Context: an optimization exercise on an open-source flow, tuned for small area and a short achievable clock period. The choices shown serve that exercise and are no tape-out recipe.
The RTL was checked by simulation tests, not by an equivalence proof against the original design.
Power and IR drop assume default switching activity.

$ cat flow/design.v
module gamma_interp_11bit #(
  parameter int OUT_W = 10
) (
  input  logic             clk,
  input  logic             rst_n,
  input  logic             i_hs,
  input  logic             i_vs,
  input  logic [4:0]       idx,
  input  logic [10:0]      pixel_in,
  input  logic [10:0]      lowLevel,
  input  logic [10:0]      highLevel,
  input  logic             lut_we,
  input  logic [5:0]       lut_addr,
  input  logic [OUT_W-1:0] lut_wdata,
  input  logic             lut_commit,
  output logic             commit_pending,
  output logic             o_hs,
  output logic             o_vs,
  output logic [OUT_W-1:0] pix_out
);
  localparam int N = 33;
  function automatic logic [9:0] ramp(input int k);
    logic [31:0] v;
    v = 32'(k) * 32;
    if (v > 1023) v = 1023;
    ramp = v[9:0];
  endfunction
  logic [9:0] r_shadow [N];
  logic [9:0] r_active [N];
  logic       r_act_ramp;    
  logic       r_pend;
  logic       r_vs_prev;
  logic       w_copy;
  assign w_copy         = r_pend & r_vs_prev & ~i_vs;
  assign commit_pending = r_pend;
  always_ff @(posedge clk or negedge rst_n) begin
    if (!rst_n) begin
      r_pend    <= 1'b0;
      r_vs_prev <= 1'b0;
    end else begin
      r_pend    <= lut_commit | (r_pend & ~w_copy);
      r_vs_prev <= i_vs;
    end
  end
  always_ff @(posedge clk or negedge rst_n) begin
    if (!rst_n) begin
      for (int k = 0; k < N; k++) r_shadow[k] <= ramp(k);
    end else if (lut_we && lut_addr <= 6'd32) begin
      r_shadow[lut_addr] <= lut_wdata;
    end
  end
  always_ff @(posedge clk or negedge rst_n) begin
    if (!rst_n) r_act_ramp <= 1'b1;
    else if (w_copy) r_act_ramp <= 1'b0;
  end
  always_ff @(posedge clk) begin
    if (w_copy)
      for (int k = 0; k < N; k++) r_active[k] <= r_shadow[k];
  end
  logic [15:0] w_so1;
  logic [16:0] w_se, w_so;
  logic [9:0]  w_ye, w_yo;
  logic [10:0] w_d, w_w;
  logic [4:0]  w_je;
  assign w_je = {1'b0, idx[4:1]} + {4'b0, idx[0]};
  always_comb begin
    for (int j = 0; j < 16; j++) w_so1[j] = (idx[4:1] == 4'(j));
    for (int j = 0; j < 17; j++) begin
      w_so[j] = (j < 16) ? (~r_act_ramp & w_so1[j % 16]) : 1'b0;
      w_se[j] = ~r_act_ramp & (((j < 16) ? (~idx[0] & w_so1[j % 16]) : 1'b0) |
                               ((j > 0) ? (idx[0] & w_so1[(j + 15) % 16]) : 1'b0));
    end
    w_ye = r_act_ramp ? (w_je[4] ? 10'h3ff : {w_je[3:0], 6'b0}) : 10'b0;
    w_yo = r_act_ramp ? {idx[4:1], 1'b1, 5'b0} : 10'b0;
    for (int j = 0; j < 17; j++) w_ye = w_ye | ({10{w_se[j]}} & r_active[2*j]);
    for (int j = 0; j < 16; j++) w_yo = w_yo | ({10{w_so[j]}} & r_active[2*j+1]);
  end
  logic ds_g0_0;
  assign ds_g0_0 = pixel_in[0] & ~lowLevel[0];
  logic ds_g1_0;
  assign ds_g1_0 = pixel_in[1] & ~lowLevel[1];
  logic ds_g2_0;
  assign ds_g2_0 = pixel_in[2] & ~lowLevel[2];
  logic ds_g3_0;
  assign ds_g3_0 = pixel_in[3] & ~lowLevel[3];
  logic ds_g4_0;
  assign ds_g4_0 = pixel_in[4] & ~lowLevel[4];
  logic ds_g5_0;
  assign ds_g5_0 = pixel_in[5] & ~lowLevel[5];
  logic ds_g6_0;
  assign ds_g6_0 = pixel_in[6] & ~lowLevel[6];
  logic ds_g7_0;
  assign ds_g7_0 = pixel_in[7] & ~lowLevel[7];
  logic ds_g8_0;
  assign ds_g8_0 = pixel_in[8] & ~lowLevel[8];
  logic ds_g9_0;
  assign ds_g9_0 = pixel_in[9] & ~lowLevel[9];
  logic ds_g10_0;
  assign ds_g10_0 = pixel_in[10] & ~lowLevel[10];
  logic ds_p0;
  assign ds_p0 = pixel_in[0] ^ ~lowLevel[0];
  logic ds_p1;
  assign ds_p1 = pixel_in[1] ^ ~lowLevel[1];
  logic ds_p2;
  assign ds_p2 = pixel_in[2] ^ ~lowLevel[2];
  logic ds_p3;
  assign ds_p3 = pixel_in[3] ^ ~lowLevel[3];
  logic ds_p4;
  assign ds_p4 = pixel_in[4] ^ ~lowLevel[4];
  logic ds_p5;
  assign ds_p5 = pixel_in[5] ^ ~lowLevel[5];
  logic ds_p6;
  assign ds_p6 = pixel_in[6] ^ ~lowLevel[6];
  logic ds_p7;
  assign ds_p7 = pixel_in[7] ^ ~lowLevel[7];
  logic ds_p8;
  assign ds_p8 = pixel_in[8] ^ ~lowLevel[8];
  logic ds_p9;
  assign ds_p9 = pixel_in[9] ^ ~lowLevel[9];
  logic ds_p10;
  assign ds_p10 = pixel_in[10] ^ ~lowLevel[10];
  logic ds_g0_c;
  assign ds_g0_c = ds_g0_0 | (ds_p0 & 1'b1);
  logic ds_g1_1;
  assign ds_g1_1 = ds_g1_0 | (ds_p1 & ds_g0_c);
  logic ds_q1_1;
  assign ds_q1_1 = ds_p1 & ds_p0;
  logic ds_g3_1;
  assign ds_g3_1 = ds_g3_0 | (ds_p3 & ds_g2_0);
  logic ds_q3_1;
  assign ds_q3_1 = ds_p3 & ds_p2;
  logic ds_g5_1;
  assign ds_g5_1 = ds_g5_0 | (ds_p5 & ds_g4_0);
  logic ds_q5_1;
  assign ds_q5_1 = ds_p5 & ds_p4;
  logic ds_g7_1;
  assign ds_g7_1 = ds_g7_0 | (ds_p7 & ds_g6_0);
  logic ds_q7_1;
  assign ds_q7_1 = ds_p7 & ds_p6;
  logic ds_g9_1;
  assign ds_g9_1 = ds_g9_0 | (ds_p9 & ds_g8_0);
  logic ds_q9_1;
  assign ds_q9_1 = ds_p9 & ds_p8;
  logic ds_g2_2;
  assign ds_g2_2 = ds_g2_0 | (ds_p2 & ds_g1_1);
  logic ds_q2_2;
  assign ds_q2_2 = ds_p2 & ds_q1_1;
  logic ds_g3_2;
  assign ds_g3_2 = ds_g3_1 | (ds_q3_1 & ds_g1_1);
  logic ds_q3_2;
  assign ds_q3_2 = ds_q3_1 & ds_q1_1;
  logic ds_g6_2;
  assign ds_g6_2 = ds_g6_0 | (ds_p6 & ds_g5_1);
  logic ds_q6_2;
  assign ds_q6_2 = ds_p6 & ds_q5_1;
  logic ds_g7_2;
  assign ds_g7_2 = ds_g7_1 | (ds_q7_1 & ds_g5_1);
  logic ds_q7_2;
  assign ds_q7_2 = ds_q7_1 & ds_q5_1;
  logic ds_g10_2;
  assign ds_g10_2 = ds_g10_0 | (ds_p10 & ds_g9_1);
  logic ds_q10_2;
  assign ds_q10_2 = ds_p10 & ds_q9_1;
  logic ds_g4_3;
  assign ds_g4_3 = ds_g4_0 | (ds_p4 & ds_g3_2);
  logic ds_q4_3;
  assign ds_q4_3 = ds_p4 & ds_q3_2;
  logic ds_g5_3;
  assign ds_g5_3 = ds_g5_1 | (ds_q5_1 & ds_g3_2);
  logic ds_q5_3;
  assign ds_q5_3 = ds_q5_1 & ds_q3_2;
  logic ds_g6_3;
  assign ds_g6_3 = ds_g6_2 | (ds_q6_2 & ds_g3_2);
  logic ds_q6_3;
  assign ds_q6_3 = ds_q6_2 & ds_q3_2;
  logic ds_g7_3;
  assign ds_g7_3 = ds_g7_2 | (ds_q7_2 & ds_g3_2);
  logic ds_q7_3;
  assign ds_q7_3 = ds_q7_2 & ds_q3_2;
  logic ds_g8_4;
  assign ds_g8_4 = ds_g8_0 | (ds_p8 & ds_g7_3);
  logic ds_q8_4;
  assign ds_q8_4 = ds_p8 & ds_q7_3;
  logic ds_g9_4;
  assign ds_g9_4 = ds_g9_1 | (ds_q9_1 & ds_g7_3);
  logic ds_q9_4;
  assign ds_q9_4 = ds_q9_1 & ds_q7_3;
  logic ds_g10_4;
  assign ds_g10_4 = ds_g10_2 | (ds_q10_2 & ds_g7_3);
  logic ds_q10_4;
  assign ds_q10_4 = ds_q10_2 & ds_q7_3;
  assign w_d[0] = (ds_p0 ^ 1'b1);
  assign w_d[1] = (ds_p1 ^ ds_g0_c);
  assign w_d[2] = (ds_p2 ^ ds_g1_1);
  assign w_d[3] = (ds_p3 ^ ds_g2_2);
  assign w_d[4] = (ds_p4 ^ ds_g3_2);
  assign w_d[5] = (ds_p5 ^ ds_g4_3);
  assign w_d[6] = (ds_p6 ^ ds_g5_3);
  assign w_d[7] = (ds_p7 ^ ds_g6_3);
  assign w_d[8] = (ds_p8 ^ ds_g7_3);
  assign w_d[9] = (ds_p9 ^ ds_g8_4);
  assign w_d[10] = (ds_p10 ^ ds_g9_4);
  logic ws_g0_0;
  assign ws_g0_0 = highLevel[0] & ~lowLevel[0];
  logic ws_g1_0;
  assign ws_g1_0 = highLevel[1] & ~lowLevel[1];
  logic ws_g2_0;
  assign ws_g2_0 = highLevel[2] & ~lowLevel[2];
  logic ws_g3_0;
  assign ws_g3_0 = highLevel[3] & ~lowLevel[3];
  logic ws_g4_0;
  assign ws_g4_0 = highLevel[4] & ~lowLevel[4];
  logic ws_g5_0;
  assign ws_g5_0 = highLevel[5] & ~lowLevel[5];
  logic ws_g6_0;
  assign ws_g6_0 = highLevel[6] & ~lowLevel[6];
  logic ws_g7_0;
  assign ws_g7_0 = highLevel[7] & ~lowLevel[7];
  logic ws_g8_0;
  assign ws_g8_0 = highLevel[8] & ~lowLevel[8];
  logic ws_g9_0;
  assign ws_g9_0 = highLevel[9] & ~lowLevel[9];
  logic ws_g10_0;
  assign ws_g10_0 = highLevel[10] & ~lowLevel[10];
  logic ws_p0;
  assign ws_p0 = highLevel[0] ^ ~lowLevel[0];
  logic ws_p1;
  assign ws_p1 = highLevel[1] ^ ~lowLevel[1];
  logic ws_p2;
  assign ws_p2 = highLevel[2] ^ ~lowLevel[2];
  logic ws_p3;
  assign ws_p3 = highLevel[3] ^ ~lowLevel[3];
  logic ws_p4;
  assign ws_p4 = highLevel[4] ^ ~lowLevel[4];
  logic ws_p5;
  assign ws_p5 = highLevel[5] ^ ~lowLevel[5];
  logic ws_p6;
  assign ws_p6 = highLevel[6] ^ ~lowLevel[6];
  logic ws_p7;
  assign ws_p7 = highLevel[7] ^ ~lowLevel[7];
  logic ws_p8;
  assign ws_p8 = highLevel[8] ^ ~lowLevel[8];
  logic ws_p9;
  assign ws_p9 = highLevel[9] ^ ~lowLevel[9];
  logic ws_p10;
  assign ws_p10 = highLevel[10] ^ ~lowLevel[10];
  logic ws_g0_c;
  assign ws_g0_c = ws_g0_0 | (ws_p0 & 1'b1);
  logic ws_g1_1;
  assign ws_g1_1 = ws_g1_0 | (ws_p1 & ws_g0_c);
  logic ws_q1_1;
  assign ws_q1_1 = ws_p1 & ws_p0;
  logic ws_g3_1;
  assign ws_g3_1 = ws_g3_0 | (ws_p3 & ws_g2_0);
  logic ws_q3_1;
  assign ws_q3_1 = ws_p3 & ws_p2;
  logic ws_g5_1;
  assign ws_g5_1 = ws_g5_0 | (ws_p5 & ws_g4_0);
  logic ws_q5_1;
  assign ws_q5_1 = ws_p5 & ws_p4;
  logic ws_g7_1;
  assign ws_g7_1 = ws_g7_0 | (ws_p7 & ws_g6_0);
  logic ws_q7_1;
  assign ws_q7_1 = ws_p7 & ws_p6;
  logic ws_g9_1;
  assign ws_g9_1 = ws_g9_0 | (ws_p9 & ws_g8_0);
  logic ws_q9_1;
  assign ws_q9_1 = ws_p9 & ws_p8;
  logic ws_g2_2;
  assign ws_g2_2 = ws_g2_0 | (ws_p2 & ws_g1_1);
  logic ws_q2_2;
  assign ws_q2_2 = ws_p2 & ws_q1_1;
  logic ws_g3_2;
  assign ws_g3_2 = ws_g3_1 | (ws_q3_1 & ws_g1_1);
  logic ws_q3_2;
  assign ws_q3_2 = ws_q3_1 & ws_q1_1;
  logic ws_g6_2;
  assign ws_g6_2 = ws_g6_0 | (ws_p6 & ws_g5_1);
  logic ws_q6_2;
  assign ws_q6_2 = ws_p6 & ws_q5_1;
  logic ws_g7_2;
  assign ws_g7_2 = ws_g7_1 | (ws_q7_1 & ws_g5_1);
  logic ws_q7_2;
  assign ws_q7_2 = ws_q7_1 & ws_q5_1;
  logic ws_g10_2;
  assign ws_g10_2 = ws_g10_0 | (ws_p10 & ws_g9_1);
  logic ws_q10_2;
  assign ws_q10_2 = ws_p10 & ws_q9_1;
  logic ws_g4_3;
  assign ws_g4_3 = ws_g4_0 | (ws_p4 & ws_g3_2);
  logic ws_q4_3;
  assign ws_q4_3 = ws_p4 & ws_q3_2;
  logic ws_g5_3;
  assign ws_g5_3 = ws_g5_1 | (ws_q5_1 & ws_g3_2);
  logic ws_q5_3;
  assign ws_q5_3 = ws_q5_1 & ws_q3_2;
  logic ws_g6_3;
  assign ws_g6_3 = ws_g6_2 | (ws_q6_2 & ws_g3_2);
  logic ws_q6_3;
  assign ws_q6_3 = ws_q6_2 & ws_q3_2;
  logic ws_g7_3;
  assign ws_g7_3 = ws_g7_2 | (ws_q7_2 & ws_g3_2);
  logic ws_q7_3;
  assign ws_q7_3 = ws_q7_2 & ws_q3_2;
  logic ws_g8_4;
  assign ws_g8_4 = ws_g8_0 | (ws_p8 & ws_g7_3);
  logic ws_q8_4;
  assign ws_q8_4 = ws_p8 & ws_q7_3;
  logic ws_g9_4;
  assign ws_g9_4 = ws_g9_1 | (ws_q9_1 & ws_g7_3);
  logic ws_q9_4;
  assign ws_q9_4 = ws_q9_1 & ws_q7_3;
  logic ws_g10_4;
  assign ws_g10_4 = ws_g10_2 | (ws_q10_2 & ws_g7_3);
  logic ws_q10_4;
  assign ws_q10_4 = ws_q10_2 & ws_q7_3;
  assign w_w[0] = (ws_p0 ^ 1'b1);
  assign w_w[1] = (ws_p1 ^ ws_g0_c);
  assign w_w[2] = (ws_p2 ^ ws_g1_1);
  assign w_w[3] = (ws_p3 ^ ws_g2_2);
  assign w_w[4] = (ws_p4 ^ ws_g3_2);
  assign w_w[5] = (ws_p5 ^ ws_g4_3);
  assign w_w[6] = (ws_p6 ^ ws_g5_3);
  assign w_w[7] = (ws_p7 ^ ws_g6_3);
  assign w_w[8] = (ws_p8 ^ ws_g7_3);
  assign w_w[9] = (ws_p9 ^ ws_g8_4);
  assign w_w[10] = (ws_p10 ^ ws_g9_4);
  logic [9:0]  r_ye_1, r_yo_1;
  logic        r_b_1;
  logic [10:0] r_d_1;
  logic [10:0] r_w_1;
  logic        r_wz_1;
  logic        r_blank_1;
  always_ff @(posedge clk) begin
    r_ye_1 <= w_ye;
    r_yo_1 <= w_yo;
    r_b_1  <= idx[0];
    r_d_1  <= w_d;
    r_w_1  <= w_w;
    r_wz_1 <= (highLevel == lowLevel);
  end
  always_ff @(posedge clk or negedge rst_n) begin
    if (!rst_n) r_blank_1 <= 1'b1;
    else        r_blank_1 <= ~(i_hs & i_vs);
  end
  logic [9:0]         w_y0, w_y1;
  logic [10:0]        w_x;
  logic [20:0]        w_y0x;
  logic [20:0]        w_yr;
  logic [12:0]        w_db;
  logic [5:0]         w_one, w_two, w_ng;
  logic [11:0]        w_pp0, w_pp1, w_pp2, w_pp3, w_pp4, w_pp5;
  logic [22:0]        w_sa, w_sb;
  logic [3:0]         w_s;
  always_comb begin
    w_s = '0;
    for (int i = 0; i < 11; i++)
      if (r_w_1[i]) w_s = 4'(i);
  end
  assign w_y0  = r_b_1 ? r_yo_1 : r_ye_1;
  assign w_y1  = r_b_1 ? r_ye_1 : r_yo_1;
  assign w_y0x = {10'b0, w_y0, 1'b1};
  assign w_yr  = (w_y0x << w_s) >> 1;
  assign w_db  = r_wz_1 ? 13'b0 : {1'b0, r_d_1, 1'b0};
  logic xs_g0_0;
  assign xs_g0_0 = w_y1[0] & ~w_y0[0];
  logic xs_g1_0;
  assign xs_g1_0 = w_y1[1] & ~w_y0[1];
  logic xs_g2_0;
  assign xs_g2_0 = w_y1[2] & ~w_y0[2];
  logic xs_g3_0;
  assign xs_g3_0 = w_y1[3] & ~w_y0[3];
  logic xs_g4_0;
  assign xs_g4_0 = w_y1[4] & ~w_y0[4];
  logic xs_g5_0;
  assign xs_g5_0 = w_y1[5] & ~w_y0[5];
  logic xs_g6_0;
  assign xs_g6_0 = w_y1[6] & ~w_y0[6];
  logic xs_g7_0;
  assign xs_g7_0 = w_y1[7] & ~w_y0[7];
  logic xs_g8_0;
  assign xs_g8_0 = w_y1[8] & ~w_y0[8];
  logic xs_g9_0;
  assign xs_g9_0 = w_y1[9] & ~w_y0[9];
  logic xs_g10_0;
  assign xs_g10_0 = 1'b0 & 1'b1;
  logic xs_p0;
  assign xs_p0 = w_y1[0] ^ ~w_y0[0];
  logic xs_p1;
  assign xs_p1 = w_y1[1] ^ ~w_y0[1];
  logic xs_p2;
  assign xs_p2 = w_y1[2] ^ ~w_y0[2];
  logic xs_p3;
  assign xs_p3 = w_y1[3] ^ ~w_y0[3];
  logic xs_p4;
  assign xs_p4 = w_y1[4] ^ ~w_y0[4];
  logic xs_p5;
  assign xs_p5 = w_y1[5] ^ ~w_y0[5];
  logic xs_p6;
  assign xs_p6 = w_y1[6] ^ ~w_y0[6];
  logic xs_p7;
  assign xs_p7 = w_y1[7] ^ ~w_y0[7];
  logic xs_p8;
  assign xs_p8 = w_y1[8] ^ ~w_y0[8];
  logic xs_p9;
  assign xs_p9 = w_y1[9] ^ ~w_y0[9];
  logic xs_p10;
  assign xs_p10 = 1'b0 ^ 1'b1;
  logic xs_g0_c;
  assign xs_g0_c = xs_g0_0 | (xs_p0 & 1'b1);
  logic xs_g1_1;
  assign xs_g1_1 = xs_g1_0 | (xs_p1 & xs_g0_c);
  logic xs_q1_1;
  assign xs_q1_1 = xs_p1 & xs_p0;
  logic xs_g3_1;
  assign xs_g3_1 = xs_g3_0 | (xs_p3 & xs_g2_0);
  logic xs_q3_1;
  assign xs_q3_1 = xs_p3 & xs_p2;
  logic xs_g5_1;
  assign xs_g5_1 = xs_g5_0 | (xs_p5 & xs_g4_0);
  logic xs_q5_1;
  assign xs_q5_1 = xs_p5 & xs_p4;
  logic xs_g7_1;
  assign xs_g7_1 = xs_g7_0 | (xs_p7 & xs_g6_0);
  logic xs_q7_1;
  assign xs_q7_1 = xs_p7 & xs_p6;
  logic xs_g9_1;
  assign xs_g9_1 = xs_g9_0 | (xs_p9 & xs_g8_0);
  logic xs_q9_1;
  assign xs_q9_1 = xs_p9 & xs_p8;
  logic xs_g2_2;
  assign xs_g2_2 = xs_g2_0 | (xs_p2 & xs_g1_1);
  logic xs_q2_2;
  assign xs_q2_2 = xs_p2 & xs_q1_1;
  logic xs_g3_2;
  assign xs_g3_2 = xs_g3_1 | (xs_q3_1 & xs_g1_1);
  logic xs_q3_2;
  assign xs_q3_2 = xs_q3_1 & xs_q1_1;
  logic xs_g6_2;
  assign xs_g6_2 = xs_g6_0 | (xs_p6 & xs_g5_1);
  logic xs_q6_2;
  assign xs_q6_2 = xs_p6 & xs_q5_1;
  logic xs_g7_2;
  assign xs_g7_2 = xs_g7_1 | (xs_q7_1 & xs_g5_1);
  logic xs_q7_2;
  assign xs_q7_2 = xs_q7_1 & xs_q5_1;
  logic xs_g10_2;
  assign xs_g10_2 = xs_g10_0 | (xs_p10 & xs_g9_1);
  logic xs_q10_2;
  assign xs_q10_2 = xs_p10 & xs_q9_1;
  logic xs_g4_3;
  assign xs_g4_3 = xs_g4_0 | (xs_p4 & xs_g3_2);
  logic xs_q4_3;
  assign xs_q4_3 = xs_p4 & xs_q3_2;
  logic xs_g5_3;
  assign xs_g5_3 = xs_g5_1 | (xs_q5_1 & xs_g3_2);
  logic xs_q5_3;
  assign xs_q5_3 = xs_q5_1 & xs_q3_2;
  logic xs_g6_3;
  assign xs_g6_3 = xs_g6_2 | (xs_q6_2 & xs_g3_2);
  logic xs_q6_3;
  assign xs_q6_3 = xs_q6_2 & xs_q3_2;
  logic xs_g7_3;
  assign xs_g7_3 = xs_g7_2 | (xs_q7_2 & xs_g3_2);
  logic xs_q7_3;
  assign xs_q7_3 = xs_q7_2 & xs_q3_2;
  logic xs_g8_4;
  assign xs_g8_4 = xs_g8_0 | (xs_p8 & xs_g7_3);
  logic xs_q8_4;
  assign xs_q8_4 = xs_p8 & xs_q7_3;
  logic xs_g9_4;
  assign xs_g9_4 = xs_g9_1 | (xs_q9_1 & xs_g7_3);
  logic xs_q9_4;
  assign xs_q9_4 = xs_q9_1 & xs_q7_3;
  logic xs_g10_4;
  assign xs_g10_4 = xs_g10_2 | (xs_q10_2 & xs_g7_3);
  logic xs_q10_4;
  assign xs_q10_4 = xs_q10_2 & xs_q7_3;
  assign w_x[0] = (xs_p0 ^ 1'b1);
  assign w_x[1] = (xs_p1 ^ xs_g0_c);
  assign w_x[2] = (xs_p2 ^ xs_g1_1);
  assign w_x[3] = (xs_p3 ^ xs_g2_2);
  assign w_x[4] = (xs_p4 ^ xs_g3_2);
  assign w_x[5] = (xs_p5 ^ xs_g4_3);
  assign w_x[6] = (xs_p6 ^ xs_g5_3);
  assign w_x[7] = (xs_p7 ^ xs_g6_3);
  assign w_x[8] = (xs_p8 ^ xs_g7_3);
  assign w_x[9] = (xs_p9 ^ xs_g8_4);
  assign w_x[10] = (xs_p10 ^ xs_g9_4);
  always_comb begin
    for (int j = 0; j < 6; j++) begin
      w_one[j] = w_db[2*j+1] ^ w_db[2*j];
      w_two[j] = (w_db[2*j+2] & ~w_db[2*j+1] & ~w_db[2*j]) |
                 (~w_db[2*j+2] & w_db[2*j+1] & w_db[2*j]);
      w_ng[j]  = w_db[2*j+2] & ~(w_db[2*j+1] & w_db[2*j]);
    end
  end
  function automatic logic [11:0] bpp(input logic [10:0] x, input logic one,
                                      input logic two, input logic ng);
    logic [11:0] m;
    m = one ? {x[10], x} : (two ? {x, 1'b0} : 12'b0);
    bpp = m ^ {12{ng}};
  endfunction
  assign w_pp0 = bpp(w_x, w_one[0], w_two[0], w_ng[0]);
  assign w_pp1 = bpp(w_x, w_one[1], w_two[1], w_ng[1]);
  assign w_pp2 = bpp(w_x, w_one[2], w_two[2], w_ng[2]);
  assign w_pp3 = bpp(w_x, w_one[3], w_two[3], w_ng[3]);
  assign w_pp4 = bpp(w_x, w_one[4], w_two[4], w_ng[4]);
  assign w_pp5 = bpp(w_x, w_one[5], w_two[5], w_ng[5]);
  logic t0s;
  assign t0s = w_pp0[10] ^ w_pp1[8];
  logic t0c;
  assign t0c = w_pp0[10] & w_pp1[8];
  logic t1s;
  assign t1s = w_pp0[11] ^ w_pp1[9];
  logic t1c;
  assign t1c = w_pp0[11] & w_pp1[9];
  logic t2s;
  assign t2s = w_pp0[11] ^ w_pp1[10];
  logic t2c;
  assign t2c = w_pp0[11] & w_pp1[10];
  logic t3s;
  assign t3s = ~w_pp0[11] ^ ~w_pp1[11];
  logic t3c;
  assign t3c = ~w_pp0[11] & ~w_pp1[11];
  logic t4s;
  assign t4s = w_pp0[6] ^ w_pp1[4];
  logic t4c;
  assign t4c = w_pp0[6] & w_pp1[4];
  logic t5s;
  assign t5s = w_pp0[7] ^ w_pp1[5];
  logic t5c;
  assign t5c = w_pp0[7] & w_pp1[5];
  logic t6s;
  assign t6s = w_pp0[8] ^ w_pp1[6] ^ w_pp2[4];
  logic t6c;
  assign t6c = (w_pp0[8] & w_pp1[6]) | (w_pp0[8] & w_pp2[4]) | (w_pp1[6] & w_pp2[4]);
  logic t7s;
  assign t7s = w_pp3[2] ^ w_pp4[0];
  logic t7c;
  assign t7c = w_pp3[2] & w_pp4[0];
  logic t8s;
  assign t8s = w_pp0[9] ^ w_pp1[7] ^ w_pp2[5];
  logic t8c;
  assign t8c = (w_pp0[9] & w_pp1[7]) | (w_pp0[9] & w_pp2[5]) | (w_pp1[7] & w_pp2[5]);
  logic t9s;
  assign t9s = w_pp3[3] ^ w_pp4[1];
  logic t9c;
  assign t9c = w_pp3[3] & w_pp4[1];
  logic t10s;
  assign t10s = w_pp2[6] ^ w_pp3[4] ^ w_pp4[2];
  logic t10c;
  assign t10c = (w_pp2[6] & w_pp3[4]) | (w_pp2[6] & w_pp4[2]) | (w_pp3[4] & w_pp4[2]);
  logic t11s;
  assign t11s = w_pp5[0] ^ w_ng[5] ^ t0s;
  logic t11c;
  assign t11c = (w_pp5[0] & w_ng[5]) | (w_pp5[0] & t0s) | (w_ng[5] & t0s);
  logic t12s;
  assign t12s = w_pp2[7] ^ w_pp3[5] ^ w_pp4[3];
  logic t12c;
  assign t12c = (w_pp2[7] & w_pp3[5]) | (w_pp2[7] & w_pp4[3]) | (w_pp3[5] & w_pp4[3]);
  logic t13s;
  assign t13s = w_pp5[1] ^ t0c ^ t1s;
  logic t13c;
  assign t13c = (w_pp5[1] & t0c) | (w_pp5[1] & t1s) | (t0c & t1s);
  logic t14s;
  assign t14s = w_pp2[8] ^ w_pp3[6] ^ w_pp4[4];
  logic t14c;
  assign t14c = (w_pp2[8] & w_pp3[6]) | (w_pp2[8] & w_pp4[4]) | (w_pp3[6] & w_pp4[4]);
  logic t15s;
  assign t15s = w_pp5[2] ^ t1c ^ t2s;
  logic t15c;
  assign t15c = (w_pp5[2] & t1c) | (w_pp5[2] & t2s) | (t1c & t2s);
  logic t16s;
  assign t16s = w_pp2[9] ^ w_pp3[7] ^ w_pp4[5];
  logic t16c;
  assign t16c = (w_pp2[9] & w_pp3[7]) | (w_pp2[9] & w_pp4[5]) | (w_pp3[7] & w_pp4[5]);
  logic t17s;
  assign t17s = w_pp5[3] ^ t2c ^ t3s;
  logic t17c;
  assign t17c = (w_pp5[3] & t2c) | (w_pp5[3] & t3s) | (t2c & t3s);
  logic t18s;
  assign t18s = 1'b1 ^ w_pp2[10] ^ w_pp3[8];
  logic t18c;
  assign t18c = (1'b1 & w_pp2[10]) | (1'b1 & w_pp3[8]) | (w_pp2[10] & w_pp3[8]);
  logic t19s;
  assign t19s = w_pp4[6] ^ w_pp5[4] ^ t3c;
  logic t19c;
  assign t19c = (w_pp4[6] & w_pp5[4]) | (w_pp4[6] & t3c) | (w_pp5[4] & t3c);
  logic t20s;
  assign t20s = ~w_pp2[11] ^ w_pp3[9] ^ w_pp4[7];
  logic t20c;
  assign t20c = (~w_pp2[11] & w_pp3[9]) | (~w_pp2[11] & w_pp4[7]) | (w_pp3[9] & w_pp4[7]);
  logic t21s;
  assign t21s = 1'b1 ^ w_pp3[10];
  logic t21c;
  assign t21c = 1'b1 & w_pp3[10];
  logic t22s;
  assign t22s = w_pp0[4] ^ w_pp1[2];
  logic t22c;
  assign t22c = w_pp0[4] & w_pp1[2];
  logic t23s;
  assign t23s = w_pp0[5] ^ w_pp1[3];
  logic t23c;
  assign t23c = w_pp0[5] & w_pp1[3];
  logic t24s;
  assign t24s = w_pp2[2] ^ w_pp3[0] ^ w_ng[3];
  logic t24c;
  assign t24c = (w_pp2[2] & w_pp3[0]) | (w_pp2[2] & w_ng[3]) | (w_pp3[0] & w_ng[3]);
  logic t25s;
  assign t25s = w_pp2[3] ^ w_pp3[1] ^ t4c;
  logic t25c;
  assign t25c = (w_pp2[3] & w_pp3[1]) | (w_pp2[3] & t4c) | (w_pp3[1] & t4c);
  logic t26s;
  assign t26s = w_ng[4] ^ t5c ^ t6s;
  logic t26c;
  assign t26c = (w_ng[4] & t5c) | (w_ng[4] & t6s) | (t5c & t6s);
  logic t27s;
  assign t27s = t6c ^ t7c ^ t8s;
  logic t27c;
  assign t27c = (t6c & t7c) | (t6c & t8s) | (t7c & t8s);
  logic t28s;
  assign t28s = t8c ^ t9c ^ t10s;
  logic t28c;
  assign t28c = (t8c & t9c) | (t8c & t10s) | (t9c & t10s);
  logic t29s;
  assign t29s = t10c ^ t11c ^ t12s;
  logic t29c;
  assign t29c = (t10c & t11c) | (t10c & t12s) | (t11c & t12s);
  logic t30s;
  assign t30s = t12c ^ t13c ^ t14s;
  logic t30c;
  assign t30c = (t12c & t13c) | (t12c & t14s) | (t13c & t14s);
  logic t31s;
  assign t31s = t14c ^ t15c ^ t16s;
  logic t31c;
  assign t31c = (t14c & t15c) | (t14c & t16s) | (t15c & t16s);
  logic t32s;
  assign t32s = t16c ^ t17c ^ t18s;
  logic t32c;
  assign t32c = (t16c & t17c) | (t16c & t18s) | (t17c & t18s);
  logic t33s;
  assign t33s = w_pp5[5] ^ t18c ^ t19c;
  logic t33c;
  assign t33c = (w_pp5[5] & t18c) | (w_pp5[5] & t19c) | (t18c & t19c);
  logic t34s;
  assign t34s = w_pp4[8] ^ w_pp5[6] ^ t20c;
  logic t34c;
  assign t34c = (w_pp4[8] & w_pp5[6]) | (w_pp4[8] & t20c) | (w_pp5[6] & t20c);
  logic t35s;
  assign t35s = ~w_pp3[11] ^ w_pp4[9] ^ w_pp5[7];
  logic t35c;
  assign t35c = (~w_pp3[11] & w_pp4[9]) | (~w_pp3[11] & w_pp5[7]) | (w_pp4[9] & w_pp5[7]);
  logic t36s;
  assign t36s = 1'b1 ^ w_pp4[10];
  logic t36c;
  assign t36c = 1'b1 & w_pp4[10];
  logic t37s;
  assign t37s = w_pp0[2] ^ w_pp1[0];
  logic t37c;
  assign t37c = w_pp0[2] & w_pp1[0];
  logic t38s;
  assign t38s = w_pp0[3] ^ w_pp1[1];
  logic t38c;
  assign t38c = w_pp0[3] & w_pp1[1];
  logic t39s;
  assign t39s = w_pp2[0] ^ w_ng[2] ^ t22s;
  logic t39c;
  assign t39c = (w_pp2[0] & w_ng[2]) | (w_pp2[0] & t22s) | (w_ng[2] & t22s);
  logic t40s;
  assign t40s = w_pp2[1] ^ t22c ^ t23s;
  logic t40c;
  assign t40c = (w_pp2[1] & t22c) | (w_pp2[1] & t23s) | (t22c & t23s);
  logic t41s;
  assign t41s = t4s ^ t23c ^ t24s;
  logic t41c;
  assign t41c = (t4s & t23c) | (t4s & t24s) | (t23c & t24s);
  logic t42s;
  assign t42s = t5s ^ t24c ^ t25s;
  logic t42c;
  assign t42c = (t5s & t24c) | (t5s & t25s) | (t24c & t25s);
  logic t43s;
  assign t43s = t7s ^ t25c ^ t26s;
  logic t43c;
  assign t43c = (t7s & t25c) | (t7s & t26s) | (t25c & t26s);
  logic t44s;
  assign t44s = t9s ^ t26c ^ t27s;
  logic t44c;
  assign t44c = (t9s & t26c) | (t9s & t27s) | (t26c & t27s);
  logic t45s;
  assign t45s = t11s ^ t27c ^ t28s;
  logic t45c;
  assign t45c = (t11s & t27c) | (t11s & t28s) | (t27c & t28s);
  logic t46s;
  assign t46s = t13s ^ t28c ^ t29s;
  logic t46c;
  assign t46c = (t13s & t28c) | (t13s & t29s) | (t28c & t29s);
  logic t47s;
  assign t47s = t15s ^ t29c ^ t30s;
  logic t47c;
  assign t47c = (t15s & t29c) | (t15s & t30s) | (t29c & t30s);
  logic t48s;
  assign t48s = t17s ^ t30c ^ t31s;
  logic t48c;
  assign t48c = (t17s & t30c) | (t17s & t31s) | (t30c & t31s);
  logic t49s;
  assign t49s = t19s ^ t31c ^ t32s;
  logic t49c;
  assign t49c = (t19s & t31c) | (t19s & t32s) | (t31c & t32s);
  logic t50s;
  assign t50s = t20s ^ t32c ^ t33s;
  logic t50c;
  assign t50c = (t20s & t32c) | (t20s & t33s) | (t32c & t33s);
  logic t51s;
  assign t51s = t21s ^ t33c ^ t34s;
  logic t51c;
  assign t51c = (t21s & t33c) | (t21s & t34s) | (t33c & t34s);
  logic t52s;
  assign t52s = t21c ^ t34c ^ t35s;
  logic t52c;
  assign t52c = (t21c & t34c) | (t21c & t35s) | (t34c & t35s);
  logic t53s;
  assign t53s = w_pp5[8] ^ t35c ^ t36s;
  logic t53c;
  assign t53c = (w_pp5[8] & t35c) | (w_pp5[8] & t36s) | (t35c & t36s);
  logic t54s;
  assign t54s = ~w_pp4[11] ^ w_pp5[9] ^ t36c;
  logic t54c;
  assign t54c = (~w_pp4[11] & w_pp5[9]) | (~w_pp4[11] & t36c) | (w_pp5[9] & t36c);
  logic t55s;
  assign t55s = 1'b1 ^ w_pp5[10];
  logic t55c;
  assign t55c = 1'b1 & w_pp5[10];
  assign w_sa[0] = w_pp0[0];
  assign w_sb[0] = w_ng[0];
  assign w_sa[1] = w_pp0[1];
  assign w_sb[1] = 1'b0;
  assign w_sa[2] = w_ng[1];
  assign w_sb[2] = t37s;
  assign w_sa[3] = t37c;
  assign w_sb[3] = t38s;
  assign w_sa[4] = t38c;
  assign w_sb[4] = t39s;
  assign w_sa[5] = t39c;
  assign w_sb[5] = t40s;
  assign w_sa[6] = t40c;
  assign w_sb[6] = t41s;
  assign w_sa[7] = t41c;
  assign w_sb[7] = t42s;
  assign w_sa[8] = t42c;
  assign w_sb[8] = t43s;
  assign w_sa[9] = t43c;
  assign w_sb[9] = t44s;
  assign w_sa[10] = t44c;
  assign w_sb[10] = t45s;
  assign w_sa[11] = t45c;
  assign w_sb[11] = t46s;
  assign w_sa[12] = t46c;
  assign w_sb[12] = t47s;
  assign w_sa[13] = t47c;
  assign w_sb[13] = t48s;
  assign w_sa[14] = t48c;
  assign w_sb[14] = t49s;
  assign w_sa[15] = t49c;
  assign w_sb[15] = t50s;
  assign w_sa[16] = t50c;
  assign w_sb[16] = t51s;
  assign w_sa[17] = t51c;
  assign w_sb[17] = t52s;
  assign w_sa[18] = t52c;
  assign w_sb[18] = t53s;
  assign w_sa[19] = t53c;
  assign w_sb[19] = t54s;
  assign w_sa[20] = t54c;
  assign w_sb[20] = t55s;
  assign w_sa[21] = ~w_pp5[11];
  assign w_sb[21] = t55c;
  assign w_sa[22] = 1'b1;
  assign w_sb[22] = 1'b0;
  logic [22:0] r_sa_2, r_sb_2;
  logic [20:0] r_yr_2;
  logic [3:0]  r_s_2;
  logic        r_blank_2;
  always_ff @(posedge clk) begin
    r_sa_2 <= w_sa;
    r_sb_2 <= w_sb;
    r_yr_2 <= w_yr;
    r_s_2  <= w_s;
  end
  always_ff @(posedge clk or negedge rst_n) begin
    if (!rst_n) r_blank_2 <= 1'b1;
    else        r_blank_2 <= r_blank_1;
  end
  logic [22:0]        w_yr2, w_ta, w_tb, w_t;
  logic [9:0]         w_pix;
  assign w_yr2 = {2'b0, r_yr_2};
  assign w_ta  = r_sa_2 ^ r_sb_2 ^ w_yr2;
  assign w_tb  = {((r_sa_2[21:0] & r_sb_2[21:0]) | (r_sa_2[21:0] & w_yr2[21:0]) |
                   (r_sb_2[21:0] & w_yr2[21:0])), 1'b0};
  logic ts_g0_0;
  assign ts_g0_0 = w_ta[0] & w_tb[0];
  logic ts_g1_0;
  assign ts_g1_0 = w_ta[1] & w_tb[1];
  logic ts_g2_0;
  assign ts_g2_0 = w_ta[2] & w_tb[2];
  logic ts_g3_0;
  assign ts_g3_0 = w_ta[3] & w_tb[3];
  logic ts_g4_0;
  assign ts_g4_0 = w_ta[4] & w_tb[4];
  logic ts_g5_0;
  assign ts_g5_0 = w_ta[5] & w_tb[5];
  logic ts_g6_0;
  assign ts_g6_0 = w_ta[6] & w_tb[6];
  logic ts_g7_0;
  assign ts_g7_0 = w_ta[7] & w_tb[7];
  logic ts_g8_0;
  assign ts_g8_0 = w_ta[8] & w_tb[8];
  logic ts_g9_0;
  assign ts_g9_0 = w_ta[9] & w_tb[9];
  logic ts_g10_0;
  assign ts_g10_0 = w_ta[10] & w_tb[10];
  logic ts_g11_0;
  assign ts_g11_0 = w_ta[11] & w_tb[11];
  logic ts_g12_0;
  assign ts_g12_0 = w_ta[12] & w_tb[12];
  logic ts_g13_0;
  assign ts_g13_0 = w_ta[13] & w_tb[13];
  logic ts_g14_0;
  assign ts_g14_0 = w_ta[14] & w_tb[14];
  logic ts_g15_0;
  assign ts_g15_0 = w_ta[15] & w_tb[15];
  logic ts_g16_0;
  assign ts_g16_0 = w_ta[16] & w_tb[16];
  logic ts_g17_0;
  assign ts_g17_0 = w_ta[17] & w_tb[17];
  logic ts_g18_0;
  assign ts_g18_0 = w_ta[18] & w_tb[18];
  logic ts_g19_0;
  assign ts_g19_0 = w_ta[19] & w_tb[19];
  logic ts_g20_0;
  assign ts_g20_0 = w_ta[20] & w_tb[20];
  logic ts_g21_0;
  assign ts_g21_0 = w_ta[21] & w_tb[21];
  logic ts_g22_0;
  assign ts_g22_0 = w_ta[22] & w_tb[22];
  logic ts_p0;
  assign ts_p0 = w_ta[0] ^ w_tb[0];
  logic ts_p1;
  assign ts_p1 = w_ta[1] ^ w_tb[1];
  logic ts_p2;
  assign ts_p2 = w_ta[2] ^ w_tb[2];
  logic ts_p3;
  assign ts_p3 = w_ta[3] ^ w_tb[3];
  logic ts_p4;
  assign ts_p4 = w_ta[4] ^ w_tb[4];
  logic ts_p5;
  assign ts_p5 = w_ta[5] ^ w_tb[5];
  logic ts_p6;
  assign ts_p6 = w_ta[6] ^ w_tb[6];
  logic ts_p7;
  assign ts_p7 = w_ta[7] ^ w_tb[7];
  logic ts_p8;
  assign ts_p8 = w_ta[8] ^ w_tb[8];
  logic ts_p9;
  assign ts_p9 = w_ta[9] ^ w_tb[9];
  logic ts_p10;
  assign ts_p10 = w_ta[10] ^ w_tb[10];
  logic ts_p11;
  assign ts_p11 = w_ta[11] ^ w_tb[11];
  logic ts_p12;
  assign ts_p12 = w_ta[12] ^ w_tb[12];
  logic ts_p13;
  assign ts_p13 = w_ta[13] ^ w_tb[13];
  logic ts_p14;
  assign ts_p14 = w_ta[14] ^ w_tb[14];
  logic ts_p15;
  assign ts_p15 = w_ta[15] ^ w_tb[15];
  logic ts_p16;
  assign ts_p16 = w_ta[16] ^ w_tb[16];
  logic ts_p17;
  assign ts_p17 = w_ta[17] ^ w_tb[17];
  logic ts_p18;
  assign ts_p18 = w_ta[18] ^ w_tb[18];
  logic ts_p19;
  assign ts_p19 = w_ta[19] ^ w_tb[19];
  logic ts_p20;
  assign ts_p20 = w_ta[20] ^ w_tb[20];
  logic ts_p21;
  assign ts_p21 = w_ta[21] ^ w_tb[21];
  logic ts_p22;
  assign ts_p22 = w_ta[22] ^ w_tb[22];
  logic ts_g1_1;
  assign ts_g1_1 = ts_g1_0 | (ts_p1 & ts_g0_0);
  logic ts_q1_1;
  assign ts_q1_1 = ts_p1 & ts_p0;
  logic ts_g3_1;
  assign ts_g3_1 = ts_g3_0 | (ts_p3 & ts_g2_0);
  logic ts_q3_1;
  assign ts_q3_1 = ts_p3 & ts_p2;
  logic ts_g5_1;
  assign ts_g5_1 = ts_g5_0 | (ts_p5 & ts_g4_0);
  logic ts_q5_1;
  assign ts_q5_1 = ts_p5 & ts_p4;
  logic ts_g7_1;
  assign ts_g7_1 = ts_g7_0 | (ts_p7 & ts_g6_0);
  logic ts_q7_1;
  assign ts_q7_1 = ts_p7 & ts_p6;
  logic ts_g9_1;
  assign ts_g9_1 = ts_g9_0 | (ts_p9 & ts_g8_0);
  logic ts_q9_1;
  assign ts_q9_1 = ts_p9 & ts_p8;
  logic ts_g11_1;
  assign ts_g11_1 = ts_g11_0 | (ts_p11 & ts_g10_0);
  logic ts_q11_1;
  assign ts_q11_1 = ts_p11 & ts_p10;
  logic ts_g13_1;
  assign ts_g13_1 = ts_g13_0 | (ts_p13 & ts_g12_0);
  logic ts_q13_1;
  assign ts_q13_1 = ts_p13 & ts_p12;
  logic ts_g15_1;
  assign ts_g15_1 = ts_g15_0 | (ts_p15 & ts_g14_0);
  logic ts_q15_1;
  assign ts_q15_1 = ts_p15 & ts_p14;
  logic ts_g17_1;
  assign ts_g17_1 = ts_g17_0 | (ts_p17 & ts_g16_0);
  logic ts_q17_1;
  assign ts_q17_1 = ts_p17 & ts_p16;
  logic ts_g19_1;
  assign ts_g19_1 = ts_g19_0 | (ts_p19 & ts_g18_0);
  logic ts_q19_1;
  assign ts_q19_1 = ts_p19 & ts_p18;
  logic ts_g21_1;
  assign ts_g21_1 = ts_g21_0 | (ts_p21 & ts_g20_0);
  logic ts_q21_1;
  assign ts_q21_1 = ts_p21 & ts_p20;
  logic ts_g2_2;
  assign ts_g2_2 = ts_g2_0 | (ts_p2 & ts_g1_1);
  logic ts_q2_2;
  assign ts_q2_2 = ts_p2 & ts_q1_1;
  logic ts_g3_2;
  assign ts_g3_2 = ts_g3_1 | (ts_q3_1 & ts_g1_1);
  logic ts_q3_2;
  assign ts_q3_2 = ts_q3_1 & ts_q1_1;
  logic ts_g6_2;
  assign ts_g6_2 = ts_g6_0 | (ts_p6 & ts_g5_1);
  logic ts_q6_2;
  assign ts_q6_2 = ts_p6 & ts_q5_1;
  logic ts_g7_2;
  assign ts_g7_2 = ts_g7_1 | (ts_q7_1 & ts_g5_1);
  logic ts_q7_2;
  assign ts_q7_2 = ts_q7_1 & ts_q5_1;
  logic ts_g10_2;
  assign ts_g10_2 = ts_g10_0 | (ts_p10 & ts_g9_1);
  logic ts_q10_2;
  assign ts_q10_2 = ts_p10 & ts_q9_1;
  logic ts_g11_2;
  assign ts_g11_2 = ts_g11_1 | (ts_q11_1 & ts_g9_1);
  logic ts_q11_2;
  assign ts_q11_2 = ts_q11_1 & ts_q9_1;
  logic ts_g14_2;
  assign ts_g14_2 = ts_g14_0 | (ts_p14 & ts_g13_1);
  logic ts_q14_2;
  assign ts_q14_2 = ts_p14 & ts_q13_1;
  logic ts_g15_2;
  assign ts_g15_2 = ts_g15_1 | (ts_q15_1 & ts_g13_1);
  logic ts_q15_2;
  assign ts_q15_2 = ts_q15_1 & ts_q13_1;
  logic ts_g18_2;
  assign ts_g18_2 = ts_g18_0 | (ts_p18 & ts_g17_1);
  logic ts_q18_2;
  assign ts_q18_2 = ts_p18 & ts_q17_1;
  logic ts_g19_2;
  assign ts_g19_2 = ts_g19_1 | (ts_q19_1 & ts_g17_1);
  logic ts_q19_2;
  assign ts_q19_2 = ts_q19_1 & ts_q17_1;
  logic ts_g22_2;
  assign ts_g22_2 = ts_g22_0 | (ts_p22 & ts_g21_1);
  logic ts_q22_2;
  assign ts_q22_2 = ts_p22 & ts_q21_1;
  logic ts_g4_3;
  assign ts_g4_3 = ts_g4_0 | (ts_p4 & ts_g3_2);
  logic ts_q4_3;
  assign ts_q4_3 = ts_p4 & ts_q3_2;
  logic ts_g5_3;
  assign ts_g5_3 = ts_g5_1 | (ts_q5_1 & ts_g3_2);
  logic ts_q5_3;
  assign ts_q5_3 = ts_q5_1 & ts_q3_2;
  logic ts_g6_3;
  assign ts_g6_3 = ts_g6_2 | (ts_q6_2 & ts_g3_2);
  logic ts_q6_3;
  assign ts_q6_3 = ts_q6_2 & ts_q3_2;
  logic ts_g7_3;
  assign ts_g7_3 = ts_g7_2 | (ts_q7_2 & ts_g3_2);
  logic ts_q7_3;
  assign ts_q7_3 = ts_q7_2 & ts_q3_2;
  logic ts_g12_3;
  assign ts_g12_3 = ts_g12_0 | (ts_p12 & ts_g11_2);
  logic ts_q12_3;
  assign ts_q12_3 = ts_p12 & ts_q11_2;
  logic ts_g13_3;
  assign ts_g13_3 = ts_g13_1 | (ts_q13_1 & ts_g11_2);
  logic ts_q13_3;
  assign ts_q13_3 = ts_q13_1 & ts_q11_2;
  logic ts_g14_3;
  assign ts_g14_3 = ts_g14_2 | (ts_q14_2 & ts_g11_2);
  logic ts_q14_3;
  assign ts_q14_3 = ts_q14_2 & ts_q11_2;
  logic ts_g15_3;
  assign ts_g15_3 = ts_g15_2 | (ts_q15_2 & ts_g11_2);
  logic ts_q15_3;
  assign ts_q15_3 = ts_q15_2 & ts_q11_2;
  logic ts_g20_3;
  assign ts_g20_3 = ts_g20_0 | (ts_p20 & ts_g19_2);
  logic ts_q20_3;
  assign ts_q20_3 = ts_p20 & ts_q19_2;
  logic ts_g21_3;
  assign ts_g21_3 = ts_g21_1 | (ts_q21_1 & ts_g19_2);
  logic ts_q21_3;
  assign ts_q21_3 = ts_q21_1 & ts_q19_2;
  logic ts_g22_3;
  assign ts_g22_3 = ts_g22_2 | (ts_q22_2 & ts_g19_2);
  logic ts_q22_3;
  assign ts_q22_3 = ts_q22_2 & ts_q19_2;
  logic ts_g8_4;
  assign ts_g8_4 = ts_g8_0 | (ts_p8 & ts_g7_3);
  logic ts_q8_4;
  assign ts_q8_4 = ts_p8 & ts_q7_3;
  logic ts_g9_4;
  assign ts_g9_4 = ts_g9_1 | (ts_q9_1 & ts_g7_3);
  logic ts_q9_4;
  assign ts_q9_4 = ts_q9_1 & ts_q7_3;
  logic ts_g10_4;
  assign ts_g10_4 = ts_g10_2 | (ts_q10_2 & ts_g7_3);
  logic ts_q10_4;
  assign ts_q10_4 = ts_q10_2 & ts_q7_3;
  logic ts_g11_4;
  assign ts_g11_4 = ts_g11_2 | (ts_q11_2 & ts_g7_3);
  logic ts_q11_4;
  assign ts_q11_4 = ts_q11_2 & ts_q7_3;
  logic ts_g12_4;
  assign ts_g12_4 = ts_g12_3 | (ts_q12_3 & ts_g7_3);
  logic ts_q12_4;
  assign ts_q12_4 = ts_q12_3 & ts_q7_3;
  logic ts_g13_4;
  assign ts_g13_4 = ts_g13_3 | (ts_q13_3 & ts_g7_3);
  logic ts_q13_4;
  assign ts_q13_4 = ts_q13_3 & ts_q7_3;
  logic ts_g14_4;
  assign ts_g14_4 = ts_g14_3 | (ts_q14_3 & ts_g7_3);
  logic ts_q14_4;
  assign ts_q14_4 = ts_q14_3 & ts_q7_3;
  logic ts_g15_4;
  assign ts_g15_4 = ts_g15_3 | (ts_q15_3 & ts_g7_3);
  logic ts_q15_4;
  assign ts_q15_4 = ts_q15_3 & ts_q7_3;
  logic ts_g16_5;
  assign ts_g16_5 = ts_g16_0 | (ts_p16 & ts_g15_4);
  logic ts_q16_5;
  assign ts_q16_5 = ts_p16 & ts_q15_4;
  logic ts_g17_5;
  assign ts_g17_5 = ts_g17_1 | (ts_q17_1 & ts_g15_4);
  logic ts_q17_5;
  assign ts_q17_5 = ts_q17_1 & ts_q15_4;
  logic ts_g18_5;
  assign ts_g18_5 = ts_g18_2 | (ts_q18_2 & ts_g15_4);
  logic ts_q18_5;
  assign ts_q18_5 = ts_q18_2 & ts_q15_4;
  logic ts_g19_5;
  assign ts_g19_5 = ts_g19_2 | (ts_q19_2 & ts_g15_4);
  logic ts_q19_5;
  assign ts_q19_5 = ts_q19_2 & ts_q15_4;
  logic ts_g20_5;
  assign ts_g20_5 = ts_g20_3 | (ts_q20_3 & ts_g15_4);
  logic ts_q20_5;
  assign ts_q20_5 = ts_q20_3 & ts_q15_4;
  logic ts_g21_5;
  assign ts_g21_5 = ts_g21_3 | (ts_q21_3 & ts_g15_4);
  logic ts_q21_5;
  assign ts_q21_5 = ts_q21_3 & ts_q15_4;
  logic ts_g22_5;
  assign ts_g22_5 = ts_g22_3 | (ts_q22_3 & ts_g15_4);
  logic ts_q22_5;
  assign ts_q22_5 = ts_q22_3 & ts_q15_4;
  assign w_t[0] = ts_p0;
  assign w_t[1] = (ts_p1 ^ ts_g0_0);
  assign w_t[2] = (ts_p2 ^ ts_g1_1);
  assign w_t[3] = (ts_p3 ^ ts_g2_2);
  assign w_t[4] = (ts_p4 ^ ts_g3_2);
  assign w_t[5] = (ts_p5 ^ ts_g4_3);
  assign w_t[6] = (ts_p6 ^ ts_g5_3);
  assign w_t[7] = (ts_p7 ^ ts_g6_3);
  assign w_t[8] = (ts_p8 ^ ts_g7_3);
  assign w_t[9] = (ts_p9 ^ ts_g8_4);
  assign w_t[10] = (ts_p10 ^ ts_g9_4);
  assign w_t[11] = (ts_p11 ^ ts_g10_4);
  assign w_t[12] = (ts_p12 ^ ts_g11_4);
  assign w_t[13] = (ts_p13 ^ ts_g12_4);
  assign w_t[14] = (ts_p14 ^ ts_g13_4);
  assign w_t[15] = (ts_p15 ^ ts_g14_4);
  assign w_t[16] = (ts_p16 ^ ts_g15_4);
  assign w_t[17] = (ts_p17 ^ ts_g16_5);
  assign w_t[18] = (ts_p18 ^ ts_g17_5);
  assign w_t[19] = (ts_p19 ^ ts_g18_5);
  assign w_t[20] = (ts_p20 ^ ts_g19_5);
  assign w_t[21] = (ts_p21 ^ ts_g20_5);
  assign w_t[22] = (ts_p22 ^ ts_g21_5);
  logic [10:0] w_sh;
  logic [9:0]  w_r;
  logic        w_over;
  always_comb begin
    for (int k = 0; k < 11; k++) w_sh[k] = (r_s_2 == 4'(k));
    w_r = '0;
    for (int i = 0; i < 10; i++)
      for (int k = 0; k < 11; k++)
        w_r[i] = w_r[i] | (w_sh[k] & w_t[i+k]);
    w_over = 1'b0;
    for (int i = 10; i < 22; i++)
      for (int k = 0; k < 11; k++)
        if (i >= 10 + k) w_over = w_over | (w_sh[k] & w_t[i]);
    if (r_blank_2 | w_t[22]) w_pix = '0;
    else if (w_over)         w_pix = 10'h3ff;
    else                     w_pix = w_r;
  end
  logic [2:0] r_hs_d, r_vs_d;
  logic [9:0] r_pix;
  always_ff @(posedge clk or negedge rst_n) begin
    if (!rst_n) begin
      r_hs_d <= '0;
      r_vs_d <= '0;
      r_pix  <= '0;
    end else begin
      r_hs_d <= {r_hs_d[1:0], i_hs};
      r_vs_d <= {r_vs_d[1:0], i_vs};
      r_pix  <= w_pix;
    end
  end
  assign o_hs    = r_hs_d[2];
  assign o_vs    = r_vs_d[2];
  assign pix_out = r_pix;
endmodule
$ cat flow/flow/run.sh
#!/bin/bash
set -euo pipefail
mapfile -t EXTRA < <(grep -v '^#' flow/extra.txt | grep .)
bash standard.sh "${EXTRA[@]}" finish > standard.log 2>&1
$ cat flow/flow/extra.txt
SETUP_SLACK_MARGIN=7.0
ADDER_MAP_FILE=
$ cat flow/standard.sh
#!/bin/bash
# synth_recipe.tcl (not shown) runs the flow's synth.tcl, then flattens the netlist and writes it again
# the make line also repeats each setting of config.mk as NAME=value (left out here)
make -C /OpenROAD-flow-scripts/flow DESIGN_CONFIG=/design/flow/config.mk WORK_HOME=/design/flow/orfs CLKGATE_MAP_FILE= SYNTH_SCRIPT=/design/flow/synth_recipe.tcl "${@:-finish}"
$ cat flow/config.mk
export PLATFORM = sky130hd
export DESIGN_NAME = gamma_interp_11bit
export DESIGN_NICKNAME = gamma_interp_11bit
export VERILOG_FILES = /design/flow/design.v
export SDC_FILE = /design/flow/constraint.sdc
export NUM_CORES = 4
export LEC_CHECK = 0
export ABC_AREA = 1
export CAP_MARGIN = 20
export CORE_MARGIN = 2
export CORE_UTILIZATION = 40
export SLEW_MARGIN = 20
$ cat flow/constraint.sdc
create_clock -name core_clock -period 10.0 [get_ports {clk}]
set_input_delay 2.0000 -clock core_clock [delete_from_list [all_inputs] [get_ports {clk}]]
set_output_delay 2.0000 -clock core_clock [all_outputs]
set_load 0.01 [all_outputs]
==> reports/results.tsv, run 1 <==
metric	value	unit
outcome	finished clean	
report.power.total	12.6	mW
die_w	301	um
dr.pass1.iters	6	
slew-limit-headroom	0.421	
worstReg2RegStart	r_b_1$_DFF_P_	
drc	0	
clk_path_buf_depth	3	
ys_warn_count	3	
worst_pin_slew	0.869	ns
crit_type	primary input to flop	
start_util	0.402	
p_comb_frac	0.433	
synthTopCellsByCount	1209 x nand2_1, 422 x o21ai_0, 332 x inv_1, 330 x edfxtp_1, 257 x dfrtp_1	
synth-seq-cells	790	
drive_above_1_share	0.287	
grt_max_degree	118	
nets	4360	
pin_count	73	
slew_violations	0	
synth-xor-area-share	0.0230	
period_minus_slack	3.33	ns
skew	0.0303	ns
slowest_stage	a221oi_4	
io_buffers	72	
clockRootBuffer	clkbuf_16	
start_kind	primary input	
slowest_delay	0.31	ns
ys.flop_type	edfxtp_1	
synth-simple-area-share	0.220	
synth_edf_count	330	
cap_violations	0	
cp_num_buf_inv	7	
synth_top_cell_by_area	edfxtp_1	
ant_nets	0	
fillCellCount	7731	
worst_path_most_repeated_cell	nor2_4	
num_rows	109	
syn-cell-area	35400	um^2
antenna_found_initial	1	
power.density	269	nW/um^2
synth_top_family_by_area	simple AND/OR/NAND/NOR gates	
ys_types	62	
seq_area	21000	um^2
yosysSeqAreaShare	0.593	
yosys.cell_count.top_type	nand2_1	
crit_family	buffers and inverters	
avgSynthCellArea	9.08	um^2
worstPathMaxFanout	7	
post-route-util	0.532	
r2r_setup_slack	6.79	ns
cts_buffers	84	
ir_drop	0.335	mV
cts_sinks	790	
viasPerCell	5.37	
synthTopCellsByArea	edfxtp_1 28%, dfrtp_1 18%, nand2_1 13%	
hold_path.class	flop to flop	
rsz0062_at_grt	true	
clk_pin_slew_worst_paths	0.06	ns
setup_tns	0	ns
p_leak	20.2	nW
synthCells	3897	
power_frac_clock	0.245	
crit_path_end_kind	flop	
p_int	7.48	mW
share_seq_of_total_power	0.322	
synthArstFlopShare	0.443	
hold_viol	0	
required	10.49	ns
htree_levels	3	
core-area	88000	um^2
p_switching	5.11	mW
grt_pass1_wl	163000	um
vias	29700	
worst_skew_pair.late_latency	0.66	ns
clock.fmax	0.300	GHz
fin_crit_sh	0.333	
sw_frac_of_total	0.406	
grt_pass1_vias	27500	
track_usage	0.235	
syn_nets	3957	
totalWireLength	114000	um
synth_fa_ha_area_frac	0.000283	
multi_input_area	15900	um^2
gp_congestion	0.876	
synth_compound_area_frac	0.108	
insertedDiodeCount	0	
routedWlPerCell	20.6	um
crit_path_start	idx[2]	
hold_slack	0.348	ns
cts_tree	built	
dieArea	90900	um^2
path_cells	buf_12 -> nor2_4 -> inv_2 -> nor2_4 -> inv_2 -> nor2_4 -> buf_4 -> buf_6 -> inv_4 -> nor2_4 -> buf_6 -> a221oi_4 -> nand4_1 -> a21oi_2 -> nand4_1	
syn_to_final_growth	32.3	%
synthMuxAreaShare	0.00113	
drtIter0Drc	2530	
worstPathArrival	3.83	ns
dp_hpwl	64300	um
hold_start	r_hs_d[0]$_DFF_PN0_	
setup_violations	0	
grt_overflow	0	
synth_top_area_frac	0.280	
die_h	301	um
[registers in the layout, summed over array words and instances, names as in the netlist, 4 cells and up]
name      count
r_shadow    330
r_sb_2       21
r_d_1        11
r_pix        10
r_s_2         4
r_w_1        10
r_sa_2       22
r_active    330
r_yr_2       20
r_ye_1       10
r_yo_1       10
[path summary, 6_finish.rpt]
kind / endpoint / cells past startpoint
worst min-delay path: r_hs_d[1]$_DFF_PN0_ / 0
min in group asynchronous: r_shadow[14][3]$_DFFE_PN0P_ / 1
max in group asynchronous: r_shadow[23][3]$_DFFE_PN0P_ / 2
worst max-delay path: r_ye_1[8]$_DFF_P_ / 15
worst max register to register: r_sb_2[14]$_DFF_P_ / 26
worst min register to register: r_hs_d[1]$_DFF_PN0_ / 0
[layer usage]
metal  GRT usage  vias up  share of wire
li1            -    13900              -
met1       0.309    14500           0.41
met2       0.392     1117           0.48
met3      0.0435      263          0.068
met4      0.0805        2          0.040
met5           0        -        0.00011
[kinds of logic after synthesis]
kind of cell             after synthesis
flip-flops                           790
XOR/XNOR                              92
buffers and inverters                493
AND/OR/NAND/NOR                     1852
AO/OA/AOI/OAI                        665
adder cells (fa/ha/maj)                1
multiplexers                           4
[area by class of cell]
type,count,area share
tap,1165,0.0311
timing repair buffer,400,0.0885
multi-input combinational,2654,0.340
clock inverter,56,0.0100
clock buffer,101,0.0487
timing repair inverter,2,0.000535
inverter,368,0.0325
sequential,790,0.449
[metrics by stage]
| step | cell area [um^2] | worst slack, ns | std cells |
|---|---|---|---|
| 6_report | 46800 | 6.67 | 5536 |
| 5_1_grt | 46800 | 6.59 | 5536 |
| 4_1_cts | 43200 | 6.69 | 5377 |
| 3_5_place_dp | 37700 | 4.76 | 5034 |
| 3_3_place_gp | 37700 | 4.86 | 5034 |
| 2_1_floorplan | 36200 | 2.71 | 3897 |
[power groups by stage]
stage	registers [mW]	logic (mW)	clock network, mW
finish	4.05	5.45	3.08
global route	4.09	6.06	3.26
CTS	4.04	4.43	3.12
detailed placement	4.10	4.19	0
global placement	4.09	4.13	0
floorplan	4.04	3.18	0
[layout by cell type, fill, tap and decap left out, drive strengths merged, types with 73 or more instances in the layout]
| master | netlist | final |
|---|---|---|
| xor2 | 73 | 73 |
| dfrtp | 257 | 257 |
| nand3 | 232 | 254 |
| nand4 | 72 | 84 |
| dfstp | 93 | 93 |
| inv | 357 | 356 |
| dfxtp | 110 | 110 |
| buf | 13 | 349 |
| edfxtp | 330 | 330 |
| clkbuf | 112 | 113 |
| o21ai | 449 | 449 |
| nor2 | 250 | 255 |
| nand2 | 1258 | 1259 |
[timing repair]
action | CTS | global route
resized for setup | 387 | 560
pin swaps | 106 | 215
gates cloned | 37 | 24
setup endpoints to repair | 797 | 587
hold buffers | 0 | 0
setup buffers | 149 | 135
==> run 2, diff against run 1 <==
==> flow/flow/extra.txt (replaced) <==
SETUP_SLACK_MARGIN=6.5
ADDER_MAP_FILE=
--- a/flow/config.mk
+++ b/flow/config.mk
@@ -10,3 +10,3 @@
 export CORE_MARGIN = 2
-export CORE_UTILIZATION = 40
+export CORE_UTILIZATION = 65
 export SLEW_MARGIN = 20
==> reports/results.tsv, run 2 <==
metric	value	unit	change
slowest_delay	0.83	ns	+0.52 ns
drtIter0Drc	3723		+47%
crit_path_end_kind	flop		
vias	30000		+0.89%
worstPathArrival	4.39	ns	+0.56 ns
worst_skew_pair.late_latency	0.63	ns	-0.03 ns
crit_path_start	lut_addr[5]		
cts_tree	built		
ys_warn_count	3		unchanged
die_w	237	um	-21%
period_minus_slack	3.89	ns	+0.552 ns
final_common_cell	nand2_1		
dp_hpwl	63600	um	-1.1%
viasPerCell	6.26		+16%
cts_sinks	790		unchanged
instances_no_fill	4796		-13%
dpl.cell_count	4557		-9.5%
grt_overflow	0		unchanged
fillCellCount	3478		-55%
path_cells	dlygate4sd2_1 -> nor2_4 -> nand4_1 -> o21ai_0		
yosys.cell_count.top_type	nand2_1		
syn_nets	3957		unchanged
fin_crit_sh	0.389		+0.0552
synth_top_area_frac	0.280		unchanged
io_buffers	72		unchanged
hold_start	r_hs_d[1]$_DFF_PN0_		
dr.pass1.iters	9		+3
antenna_found_initial	2		+1
hold_buffers	0		unchanged
synth-seq-cells	790		unchanged
p_leak	18.1	nW	-10%
routedWlPerCell	22.2	um	+7.8%
drive_above_1_share	0.145		-0.142
synthTopCellsByArea	edfxtp_1 28%, dfrtp_1 18%, nand2_1 13%		
clk_pin_slew_worst_paths	0.06	ns	about the same
use_met3	0.0682		+0.0247
grt_util_met2	0.618		+0.226
synthCells	3897		unchanged
hold_viol	0		unchanged
avgSynthCellArea	9.08	um^2	unchanged
slew-limit-headroom	0.265		-0.156
crit_family	simple AND/OR/NAND/NOR gates		
worstPathMaxFanout	21		+14
power.density	282	nW/um^2	+4.9%
setup_violations	0		unchanged
clk_path_buf_depth	3		unchanged
outcome	finished clean		
cap_violations	0		unchanged
htree_levels	3		unchanged
share_seq_of_total_power	0.352		+0.030
synth_top_cell_by_area	edfxtp_1		
die_h	237	um	-21%
ant_nets	0		unchanged
slew_violations	0		unchanged
setup_tns	0	ns	unchanged
clockRootBuffer	clkbuf_16		
p_switching	4.51	mW	-12%
drc	0		unchanged
worstReg2RegStart	r_wz_1$_DFF_P_		
sw_frac_of_total	0.391		-0.0150
synth_edf_count	330		unchanged
hold_slack	0.357	ns	+0.00860 ns
grt_pass1_wl	160000	um	-1.9%
worst_pin_slew	1.10	ns	+0.230 ns
track_usage	0.368		+0.133
num_rows	85		-22%
yosysSeqAreaShare	0.593		unchanged
start_util	0.658		+0.255
synthTopCellsByCount	1209 x nand2_1, 422 x o21ai_0, 332 x inv_1, 330 x edfxtp_1, 257 x dfrtp_1		
final_cell_mix	1177 x nand2_1, 395 x o21ai_0, 330 x edfxtp_1, 316 x inv_1, 257 x dfrtp_1		
ir_drop	0.175	mV	-48%
clock.fmax	0.257	GHz	-14%
globalRouteMet1Util	0.459		+0.150
cts_buffers	77		-8.3%
ys.flop_type	edfxtp_1		
nets	4095		-6.1%
skew	0.0251	ns	-0.00526 ns
top_regs	r_active (330), r_shadow (330), r_sa_2 (22)		
cp_num_buf_inv	1		-6
grt_pass1_vias	28900		+5.3%
syn-cell-area	35400	um^2	unchanged
required	10.51	ns	+0.02 ns
p_int	7.02	mW	-6.1%
start_kind	primary input		
power_frac_clock	0.271		+0.026
slowest_stage	nor2_4		
ys_types	62		unchanged
p_comb_frac	0.378		-0.055
pin_count	73		unchanged
totalWireLength	107000	um	-6.6%
synthArstFlopShare	0.443		unchanged
hold_path.class	flop to flop		
core-area	53800	um^2	-39%
rsz0062_at_grt	true		
gp_congestion	0.964		+10%
dieArea	56300	um^2	-38%
crit_type	primary input to flop		
grt_max_degree	194		+64%
busiest_layer	met2		
syn_to_final_growth	15.5	%	
run 2: cell counts after synthesis:
No cell type changed its count.
run 2: path summary, 6_finish.rpt:
path,to,slack [ns],depth (start not counted)
setup / recovery,r_shadow[9][9]$_DFFE_PN0P_,6.11,4
hold / removal,r_hs_d[2]$_DFF_PN0_,0.36,0
setup reg to reg,r_sb_2[13]$_DFF_P_,6.74,17
hold reg to reg,r_hs_d[2]$_DFF_PN0_,0.36,0
max in group asynchronous,r_shadow[30][3]$_DFFE_PN0P_,7.23,2
min in group asynchronous,r_shadow[27][4]$_DFFE_PN0P_,1.39,1
run 2: kinds of logic after synthesis:
| kind of cell | Yosys count | synth area share |
|---|---|---|
| buffers and inverters | 493 | 0.0542 |
| AOI/OAI and AO/OA | 665 | 0.108 |
| adders and majority gates | 1 | 0.000283 |
| DFF | 790 | 0.593 |
| xor gates and xnor gates | 92 | 0.0230 |
| and+or+nand+nor | 1852 | 0.220 |
| muxes | 4 | 0.00113 |
run 2: power by group through the flow:
stage | clock, mW | sequential [mW] | combinational (mW)
6_report | 3.12 | 4.06 | 4.35
5_1_grt | 3.25 | 4.09 | 4.91
4_1_cts | 3.11 | 4.04 | 4.24
3_5_place_dp | 0 | 4.10 | 4.18
3_3_place_gp | 0 | 4.08 | 4.05
2_1_floorplan | 0 | 4.04 | 3.15
run 2: cell type report:
| cell class | count | area (um^2) | share of cell area |
|---|---|---|---|
| sequential | 790 | 21000 | 0.514 |
| antenna | 1 | 2.50 | 0.0000612 |
| inverter | 368 | 1420 | 0.0347 |
| timing repair buffer | 166 | 1550 | 0.0380 |
| multi-input combinational | 2632 | 13300 | 0.326 |
| clock inverter | 32 | 477 | 0.0117 |
| clock buffer | 111 | 2230 | 0.0546 |
| tap | 696 | 871 | 0.0213 |
run 2: metrics by stage:
stage	setup WS, ns	util	instance area (um^2)	power, mW
after floorplan	2.71	-	35500	7.19
after global placement	4.85	0.682	36700	8.13
after detailed placement	4.79	0.682	36700	8.28
after CTS	6.24	0.748	40300	11.4
after global routing	6.16	0.759	40900	12.2
final	6.11	0.759	40900	11.5
run 2: metal layers:
metal / routed length [um] / share of wire
met5: 12 / 0.00011
met3: 9810 / 0.092
met2: 51900 / 0.49
met1: 39000 / 0.37
met4: 5860 / 0.055
run 2: what timing repair did:
action | CTS | global route
pin swaps | 32 | 41
setup endpoints to repair | 562 | 435
cloned | 16 | 4
buffers inserted | 48 | 27
resized for setup | 151 | 132

port drivers added, routing unchanged:
How much do the figures lean on ideal ports? The routed layouts below were timed once more, with nothing changed but the port constraints. Step 1 assumes that a clkbuf_16 drives the clock port and a buf_2 every other input. Step 2 times the ports against the registers' clock, not the clock port: input delays grow and output delays shrink by t, the midpoint of the rising clock arrivals with the driver on. Slacks: ideal ports / drivers / drivers and shift; pairs: ideal ports / drivers.
run	shift t [ns]	setup WS [ns]
run 1	0.705	6.665 / 6.621 / 5.916
run 2	0.689	6.114 / 6.160 / 5.471
After both steps setup and hold are still met in every run listed.
